This design comes from an exercise in tuning for small area on the open sky130 flow, not from production work.
The RTL was checked by simulation tests, not by an equivalence proof against the original design.

==> 07-02 <==
==> flow/design.v (excerpt) <==
module video_frame_top
(
   input wire         clk,
   input wire         rst_n,
   input wire         pix_req,
   input wire  [7:0]  pix_data,
   input wire         pix_start,
   output wire        pix_ack,
   output wire [7:0]  pix_out,
   output wire        hsync_out,
   output wire        vsync_out,
   output wire        blank_out
);
==> module frame_store, before the edit <==
module frame_store
(
   input wire         clk,
   input wire  [4:0]  raster_hcount,
   input wire  [3:0]  raster_vcount,
   input wire  [4:0]  wr_addr,
   input wire  [31:0] wr_data,
   output wire [63:0] tap_data
);
   wire [3:0] phase_nx = {raster_hcount[3] ^ raster_vcount[0], raster_hcount[2:0]} + 1'b1;
   wire [7:0] wr_byte  = wr_data[8*phase_nx[1:0] +: 8];
   wire       grp_lo   = (phase_nx[2] == wr_addr[0]);
   wire       ins_0    = grp_lo & (phase_nx[3] == wr_addr[1]);
   wire       ins_8    = grp_lo & (phase_nx[3] != wr_addr[1]);
   genvar l;
   generate
      for (l = 0; l < 8; l = l + 1)
      begin : line
         reg  [127:0] ring_q;
         wire         sel = (wr_addr[4:2] == l);
         always @(posedge clk)
         begin
            ring_q[127:72] <= {ring_q[7:0], ring_q[127:80]};
            ring_q[71:64]  <= (sel & ins_8) ? wr_byte : ring_q[79:72];
            ring_q[63:8]   <= ring_q[71:16];
            ring_q[7:0]    <= (sel & ins_0) ? wr_byte : ring_q[15:8];
         end
         if (l % 2 == 0)
            assign tap_data[8*l +: 8] = ring_q[7:0];
         else
            assign tap_data[8*l +: 8] = ring_q[71:64];
      end
   endgenerate
endmodule
==> module scan_reader, before the edit <==
module scan_reader
(
   input wire  [3:0]  raster_vcount,
   input wire  [63:0] tap_data,
   output wire [7:0]  pix_out
);
   assign pix_out = tap_data[8*raster_vcount[2:0] +: 8];
endmodule
==> flow/config.mk <==
export PLATFORM = sky130hd
export DESIGN_NAME = video_frame_top
export DESIGN_NICKNAME = video_frame_top
export VERILOG_FILES = /design/flow/design.v
export SDC_FILE = /design/flow/constraint.sdc
export NUM_CORES = 4
export LEC_CHECK = 0
export CAP_MARGIN = 20
export CORE_MARGIN = 2
export CORE_UTILIZATION = 40
export CTS_BUF_LIST = sky130_fd_sc_hd__clkbuf_4
export CTS_CLUSTER_DIAMETER = 40
export CTS_CLUSTER_SIZE = 10
export SLEW_MARGIN = 20
==> flow/constraint.sdc <==
create_clock -name core_clock -period 10.0 [get_ports {clk}]
set_input_delay 2.0000 -clock core_clock [delete_from_list [all_inputs] [get_ports {clk}]]
set_output_delay 2.0000 -clock core_clock [all_outputs]
set_load 0.01 [all_outputs]
run.sh (not shown) runs the stock make flow with config.mk's settings and CLKGATE_MAP_FILE= SYNTH_SCRIPT=/design/flow/synth_recipe.tcl, a recipe that flattens the netlist after the stock synthesis.
==> 12-18: changes against 07-02 <==
--- a/flow/design.v
+++ b/flow/design.v
@@ -172,13 +172,24 @@
          wire         sel = (wr_addr[4:2] == l);
-         always @(posedge clk)
-         begin
-            ring_q[127:72] <= {ring_q[7:0], ring_q[127:80]};
-            ring_q[71:64]  <= (sel & ins_8) ? wr_byte : ring_q[79:72];
-            ring_q[63:8]   <= ring_q[71:16];
-            ring_q[7:0]    <= (sel & ins_0) ? wr_byte : ring_q[15:8];
-         end
          if (l % 2 == 0)
+         begin : even
+            always @(posedge clk)
+            begin
+               ring_q[127:72] <= {ring_q[7:0], ring_q[127:80]};
+               ring_q[71:64]  <= (sel & ins_8) ? wr_byte : ~ring_q[79:72];
+               ring_q[63:8]   <= ring_q[71:16];
+               ring_q[7:0]    <= (sel & ins_0) ? ~wr_byte : ~ring_q[15:8];
+            end
             assign tap_data[8*l +: 8] = ring_q[7:0];
+         end
          else
+         begin : odd
+            always @(posedge clk)
+            begin
+               ring_q[127:72] <= {ring_q[7:0], ring_q[127:80]};
+               ring_q[71:64]  <= (sel & ins_8) ? ~wr_byte : ~ring_q[79:72];
+               ring_q[63:8]   <= ring_q[71:16];
+               ring_q[7:0]    <= (sel & ins_0) ? wr_byte : ~ring_q[15:8];
+            end
             assign tap_data[8*l +: 8] = ring_q[71:64];
+         end
       end
@@ -195,3 +206,12 @@
 );
-   assign pix_out = tap_data[8*raster_vcount[2:0] +: 8];
+   reg [7:0] sel_or;
+   integer   i;
+   always @(*)
+   begin
+      sel_or = 8'd0;
+      for (i = 0; i < 8; i = i + 1)
+         if (raster_vcount[2:0] == i)
+            sel_or = sel_or | ~tap_data[8*i +: 8];
+   end
+   assign pix_out = sel_or;
 endmodule
==> flow/flow/run.sh (new file) <==
#!/bin/bash
# Layout flow: the standard ORFS flow (standard synthesis unchanged), with
#  - the combinational logic restructured for area after floorplanning (post_floorplan.tcl),
#  - the smallest buffer (buf_1) on the ports,
#  - clock tree synthesis without dummy loads (same clustering settings as config.mk).
# Each step's full output is in orfs/logs/; the make output of each call goes to its
# own log here.
set -euo pipefail
HERE=$(pwd)
PLAT=$FLOW_HOME/platforms/$FLOW_PLATFORM
DONT_USE=$(sed -n '/DONT_USE_CELLS +=/,/^export FILL_CELLS/p' $PLAT/config.mk | grep -oE "sky130_fd_sc_hd__\w+" | tr '\n' ' ')
python3 flow/filter_lib.py $PLAT/lib/sky130_fd_sc_hd__tt_025C_1v80.lib $HERE/rmp.lib $DONT_USE > flow_filter_lib.log 2>&1
export RMP_LIB=$HERE/rmp.lib
export POST_FLOORPLAN_TCL=$HERE/flow/post_floorplan.tcl
export BUFFER_PORTS_ARGS="-buffer_cell sky130_fd_sc_hd__buf_1"
export CTS_ARGS="-sink_clustering_enable -repair_clock_nets -sink_clustering_size 12 -sink_clustering_max_diameter 30 -buf_list sky130_fd_sc_hd__clkbuf_4 -dont_use_dummy_load"
bash standard.sh synth > flow_synth.log 2>&1
bash standard.sh finish > flow_make.log 2>&1
==> flow/flow/filter_lib.py (new file) <==
# Writes a copy of a liberty file without the named cells (the platform's don't-use list),
# for the area restructuring step, whose ABC run reads a liberty file and ignores set_dont_use.
# usage: python3 filter_lib.py IN.lib OUT.lib CELL...
import re, sys
src, dst, drop = sys.argv[1], sys.argv[2], set(sys.argv[3:])
text = open(src).read()
out = []
pos = 0
for m in re.finditer(r'\n\s*cell\s*\(\s*"?([\w]+)"?\s*\)\s*\{', text):
    if m.start() < pos or m.group(1) not in drop:
        continue
    # find the matching closing brace of this cell group
    depth = 0
    i = m.end() - 1
    while True:
        c = text[i]
        if c == '{':
            depth += 1
        elif c == '}':
            depth -= 1
            if depth == 0:
                break
        i += 1
    out.append(text[pos:m.start()])
    pos = i + 1
out.append(text[pos:])
open(dst, 'w').write(''.join(out))
==> flow/flow/post_floorplan.tcl (new file) <==
# After floorplanning: restructure the combinational logic for area with ABC
# (OpenROAD's restructure), on a liberty file without the platform's don't-use cells.
# Registers are not touched.
set rmp_dir $::env(OBJECTS_DIR)/rmp
file mkdir $rmp_dir
restructure -target area \
  -liberty_file $::env(RMP_LIB) \
  -tielo_port sky130_fd_sc_hd__conb_1/LO \
  -tiehi_port sky130_fd_sc_hd__conb_1/HI \
  -work_dir $rmp_dir \
  -abc_logfile $::env(LOG_DIR)/2_1_restructure_abc.log
report_design_area
==> flow/standard.sh (new file) <==
#!/bin/bash
# synth_recipe.tcl (not shown) runs the flow's synth.tcl, then flattens the netlist and writes it again
# the make line also repeats each setting of config.mk as NAME=value (left out here)
make -C /OpenROAD-flow-scripts/flow DESIGN_CONFIG=/design/flow/config.mk WORK_HOME=/design/flow/orfs CLKGATE_MAP_FILE= SYNTH_SCRIPT=/design/flow/synth_recipe.tcl "${@:-finish}"
--- a/flow/config.mk
+++ b/flow/config.mk
@@ -9,6 +9,7 @@
 export CORE_MARGIN = 2
-export CORE_UTILIZATION = 40
+export CORE_UTILIZATION = 75
 export CTS_BUF_LIST = sky130_fd_sc_hd__clkbuf_4
-export CTS_CLUSTER_DIAMETER = 40
-export CTS_CLUSTER_SIZE = 10
+export CTS_CLUSTER_DIAMETER = 30
+export CTS_CLUSTER_SIZE = 12
+export PLACE_DENSITY = 0.95
 export SLEW_MARGIN = 20
removed: flow/run.sh
==> 01-09: changes against 07-02 <==
--- a/flow/design.v
+++ b/flow/design.v
@@ -172,13 +172,24 @@
          wire         sel = (wr_addr[4:2] == l);
-         always @(posedge clk)
-         begin
-            ring_q[127:72] <= {ring_q[7:0], ring_q[127:80]};
-            ring_q[71:64]  <= (sel & ins_8) ? wr_byte : ring_q[79:72];
-            ring_q[63:8]   <= ring_q[71:16];
-            ring_q[7:0]    <= (sel & ins_0) ? wr_byte : ring_q[15:8];
-         end
          if (l % 2 == 0)
+         begin : even
+            always @(posedge clk)
+            begin
+               ring_q[127:72] <= {ring_q[7:0], ring_q[127:80]};
+               ring_q[71:64]  <= (sel & ins_8) ? wr_byte : ~ring_q[79:72];
+               ring_q[63:8]   <= ring_q[71:16];
+               ring_q[7:0]    <= (sel & ins_0) ? ~wr_byte : ~ring_q[15:8];
+            end
             assign tap_data[8*l +: 8] = ring_q[7:0];
+         end
          else
+         begin : odd
+            always @(posedge clk)
+            begin
+               ring_q[127:72] <= {ring_q[7:0], ring_q[127:80]};
+               ring_q[71:64]  <= (sel & ins_8) ? ~wr_byte : ~ring_q[79:72];
+               ring_q[63:8]   <= ring_q[71:16];
+               ring_q[7:0]    <= (sel & ins_0) ? wr_byte : ~ring_q[15:8];
+            end
             assign tap_data[8*l +: 8] = ring_q[71:64];
+         end
       end
@@ -195,3 +206,3 @@
 );
-   assign pix_out = tap_data[8*raster_vcount[2:0] +: 8];
+   assign pix_out = ~tap_data[8*raster_vcount[2:0] +: 8];
 endmodule
==> flow/flow/run.sh (new file) <==
#!/bin/bash
# Layout flow: the standard ORFS flow (standard synthesis unchanged), with
#  - the smallest buffer on the ports,
#  - power recovery after global routing, which downsizes cells with slack to spare.
# The clock tree settings come from config.mk. Each step's full output is in orfs/logs/;
# the make output goes to flow_make.log here.
set -euo pipefail
export BUFFER_PORTS_ARGS="-buffer_cell sky130_fd_sc_hd__buf_1"
export RECOVER_POWER=100
bash standard.sh synth > flow_synth.log 2>&1
bash standard.sh finish > flow_make.log 2>&1
==> flow/standard.sh (new file) <==
#!/bin/bash
# synth_recipe.tcl (not shown) runs the flow's synth.tcl, then flattens the netlist and writes it again
# the make line also repeats each setting of config.mk as NAME=value (left out here)
make -C /OpenROAD-flow-scripts/flow DESIGN_CONFIG=/design/flow/config.mk WORK_HOME=/design/flow/orfs CLKGATE_MAP_FILE= SYNTH_SCRIPT=/design/flow/synth_recipe.tcl "${@:-finish}"
--- a/flow/config.mk
+++ b/flow/config.mk
@@ -10,5 +10,5 @@
 export CORE_UTILIZATION = 40
-export CTS_BUF_LIST = sky130_fd_sc_hd__clkbuf_4
-export CTS_CLUSTER_DIAMETER = 40
-export CTS_CLUSTER_SIZE = 10
+export CTS_BUF_LIST = sky130_fd_sc_hd__clkbuf_8
+export CTS_CLUSTER_DIAMETER = 60
+export CTS_CLUSTER_SIZE = 18
 export SLEW_MARGIN = 20
removed: flow/run.sh
==> 04-07: changes against 07-02 <==
--- a/flow/design.v
+++ b/flow/design.v
@@ -172,13 +172,24 @@
          wire         sel = (wr_addr[4:2] == l);
-         always @(posedge clk)
-         begin
-            ring_q[127:72] <= {ring_q[7:0], ring_q[127:80]};
-            ring_q[71:64]  <= (sel & ins_8) ? wr_byte : ring_q[79:72];
-            ring_q[63:8]   <= ring_q[71:16];
-            ring_q[7:0]    <= (sel & ins_0) ? wr_byte : ring_q[15:8];
-         end
          if (l % 2 == 0)
+         begin : even
+            always @(posedge clk)
+            begin
+               ring_q[127:72] <= {ring_q[7:0], ring_q[127:80]};
+               ring_q[71:64]  <= (sel & ins_8) ? wr_byte : ~ring_q[79:72];
+               ring_q[63:8]   <= ring_q[71:16];
+               ring_q[7:0]    <= (sel & ins_0) ? ~wr_byte : ~ring_q[15:8];
+            end
             assign tap_data[8*l +: 8] = ring_q[7:0];
+         end
          else
+         begin : odd
+            always @(posedge clk)
+            begin
+               ring_q[127:72] <= {ring_q[7:0], ring_q[127:80]};
+               ring_q[71:64]  <= (sel & ins_8) ? ~wr_byte : ~ring_q[79:72];
+               ring_q[63:8]   <= ring_q[71:16];
+               ring_q[7:0]    <= (sel & ins_0) ? wr_byte : ~ring_q[15:8];
+            end
             assign tap_data[8*l +: 8] = ring_q[71:64];
+         end
       end
@@ -195,3 +206,3 @@
 );
-   assign pix_out = tap_data[8*raster_vcount[2:0] +: 8];
+   assign pix_out = ~tap_data[8*raster_vcount[2:0] +: 8];
 endmodule
==> flow/flow/run.sh (new file) <==
#!/bin/bash
# Layout flow: the standard ORFS flow (standard synthesis unchanged), with
#  - the smallest buffer (buf_1) on the ports,
#  - clock tree synthesis without dummy loads (same clustering settings as config.mk).
# Each step's full output is in orfs/logs/; the make output of each call goes to its
# own log here.
set -euo pipefail
export BUFFER_PORTS_ARGS="-buffer_cell sky130_fd_sc_hd__buf_1"
export CTS_ARGS="-sink_clustering_enable -repair_clock_nets -sink_clustering_size 22 -sink_clustering_max_diameter 45 -buf_list sky130_fd_sc_hd__clkbuf_8 -dont_use_dummy_load"
bash standard.sh synth > flow_synth.log 2>&1
bash standard.sh finish > flow_make.log 2>&1
==> flow/standard.sh (new file) <==
#!/bin/bash
# synth_recipe.tcl (not shown) runs the flow's synth.tcl, then flattens the netlist and writes it again
# the make line also repeats each setting of config.mk as NAME=value (left out here)
make -C /OpenROAD-flow-scripts/flow DESIGN_CONFIG=/design/flow/config.mk WORK_HOME=/design/flow/orfs CLKGATE_MAP_FILE= SYNTH_SCRIPT=/design/flow/synth_recipe.tcl "${@:-finish}"
--- a/flow/config.mk
+++ b/flow/config.mk
@@ -9,6 +9,7 @@
 export CORE_MARGIN = 2
-export CORE_UTILIZATION = 40
-export CTS_BUF_LIST = sky130_fd_sc_hd__clkbuf_4
-export CTS_CLUSTER_DIAMETER = 40
-export CTS_CLUSTER_SIZE = 10
+export CORE_UTILIZATION = 75
+export CTS_BUF_LIST = sky130_fd_sc_hd__clkbuf_8
+export CTS_CLUSTER_DIAMETER = 50
+export CTS_CLUSTER_SIZE = 20
+export PLACE_DENSITY = 0.85
 export SLEW_MARGIN = 20
removed: flow/run.sh
==> results.ini <==
[status]
outcome = finished clean

[synth]
synth.cell_area_um2 = 25500
synthXorXnorAreaFrac_pct = 0.358

[drt]
avgViaCountPerCell = 4.10
drt_iter0_markers = 365

[cells_and_area]
drive_gt1_share_pct = 23.2
final_area_um2 = 28100

[power]
p_leak_nw = 11.1

[worst_setup_path]
path_buf_inv = 1

[hold_path]
holdPathEnd = frame_store_inst.line[6].ring_q[50]

[grt]
busiest_layer = met1
grt_util_met1_pct = 16.3
grt_pass1_vias = 10100

[flow_run]
cap_violations = 0

[sta]
slew_headroom_pct = 43.7

The numbers above come from 07-02.

==> results.ini <==
[status]
outcome = finished clean

[hold_path]
holdPathEnd = frame_store_inst.line[3].ring_q[100]

[flow_run]
cap_violations = 0

[worst_setup_path]
path_buf_inv = 1

[synth]
synth.cell_area_um2 = 25500

[grt]
grt_pass1_vias = 10200

[drt]
avgViaCountPerCell = 5.05

[power]
p_leak_nw = 10.7

The numbers above come from 04-07.

==> results.ini <==
[status]
outcome = finished clean

[sta]
slew_headroom_pct = 44.9

[worst_setup_path]
path_buf_inv = 3

[synth]
synth.cell_area_um2 = 25500
synthXorXnorAreaFrac_pct = 0.603

[flow_run]
cap_violations = 0

[power]
p_leak_nw = 10.3

[grt]
busiest_layer = met2
grt_util_met1_pct = 29.9

[cells_and_area]
final_area_um2 = 26300

The numbers above come from 12-18.

==> results.ini <==
[cells_and_area]
final_area_um2 = 27600
drive_gt1_share_pct = 7.48

[power]
p_leak_nw = 10.9

[sta]
maxSlewViolCount = 144

[flow_run]
cap_violations = 11

[status]
outcome = finished with violations
failed_checks = max-capacitance violations, max-slew violations

[grt]
grt_pass1_vias = 9742
busiest_layer = met2

[drt]
drt_iter0_markers = 521

[worst_setup_path]
path_buf_inv = 1

[synth]
synth.cell_area_um2 = 25500

The numbers above come from 01-09.

[static timing again, ports no longer ideal]
How much do the figures lean on ideal ports? The routed layouts below were timed once more, with nothing changed but the port constraints. Step 1 sets driving cells, clkbuf_16 on the clock port and buf_2 on the other inputs (assumed; they add their load-dependent delay and slew). Step 2, shift: input delay + t, output delay - t, t = (earliest + latest rising clock arrival at the registers) / 2. This alone moves slack from input paths to output paths. Three values: ideal ports, drivers, drivers and shift; two values: the first two.
| run | shift t [ns] | slack for setup (ns) | worst setup path after step 2 | latest minus earliest clock arrival (ns) | worst slew at a driven data input, ns |
|---|---|---|---|---|---|
| 07-02 | 0.883 | 4.689 / 4.637 / 5.520 | register to output | 0.051 / 0.052 | 0.03 |
| 12-18 | 0.815 | 4.974 / 4.926 / 5.741 | register to output | 0.109 / 0.108 | 0.07 |
| 01-09 | 0.718 | 4.655 / 4.602 / 4.244 | input to register | 0.035 / 0.035 | 0.11 |
| 04-07 | 0.707 | 5.131 / 5.082 / 5.788 | register to output | 0.065 / 0.065 | 0.04 |
The setup slack of 01-09, which loses most, moves by -0.053 ns with the drivers and by -0.411 ns with both steps.
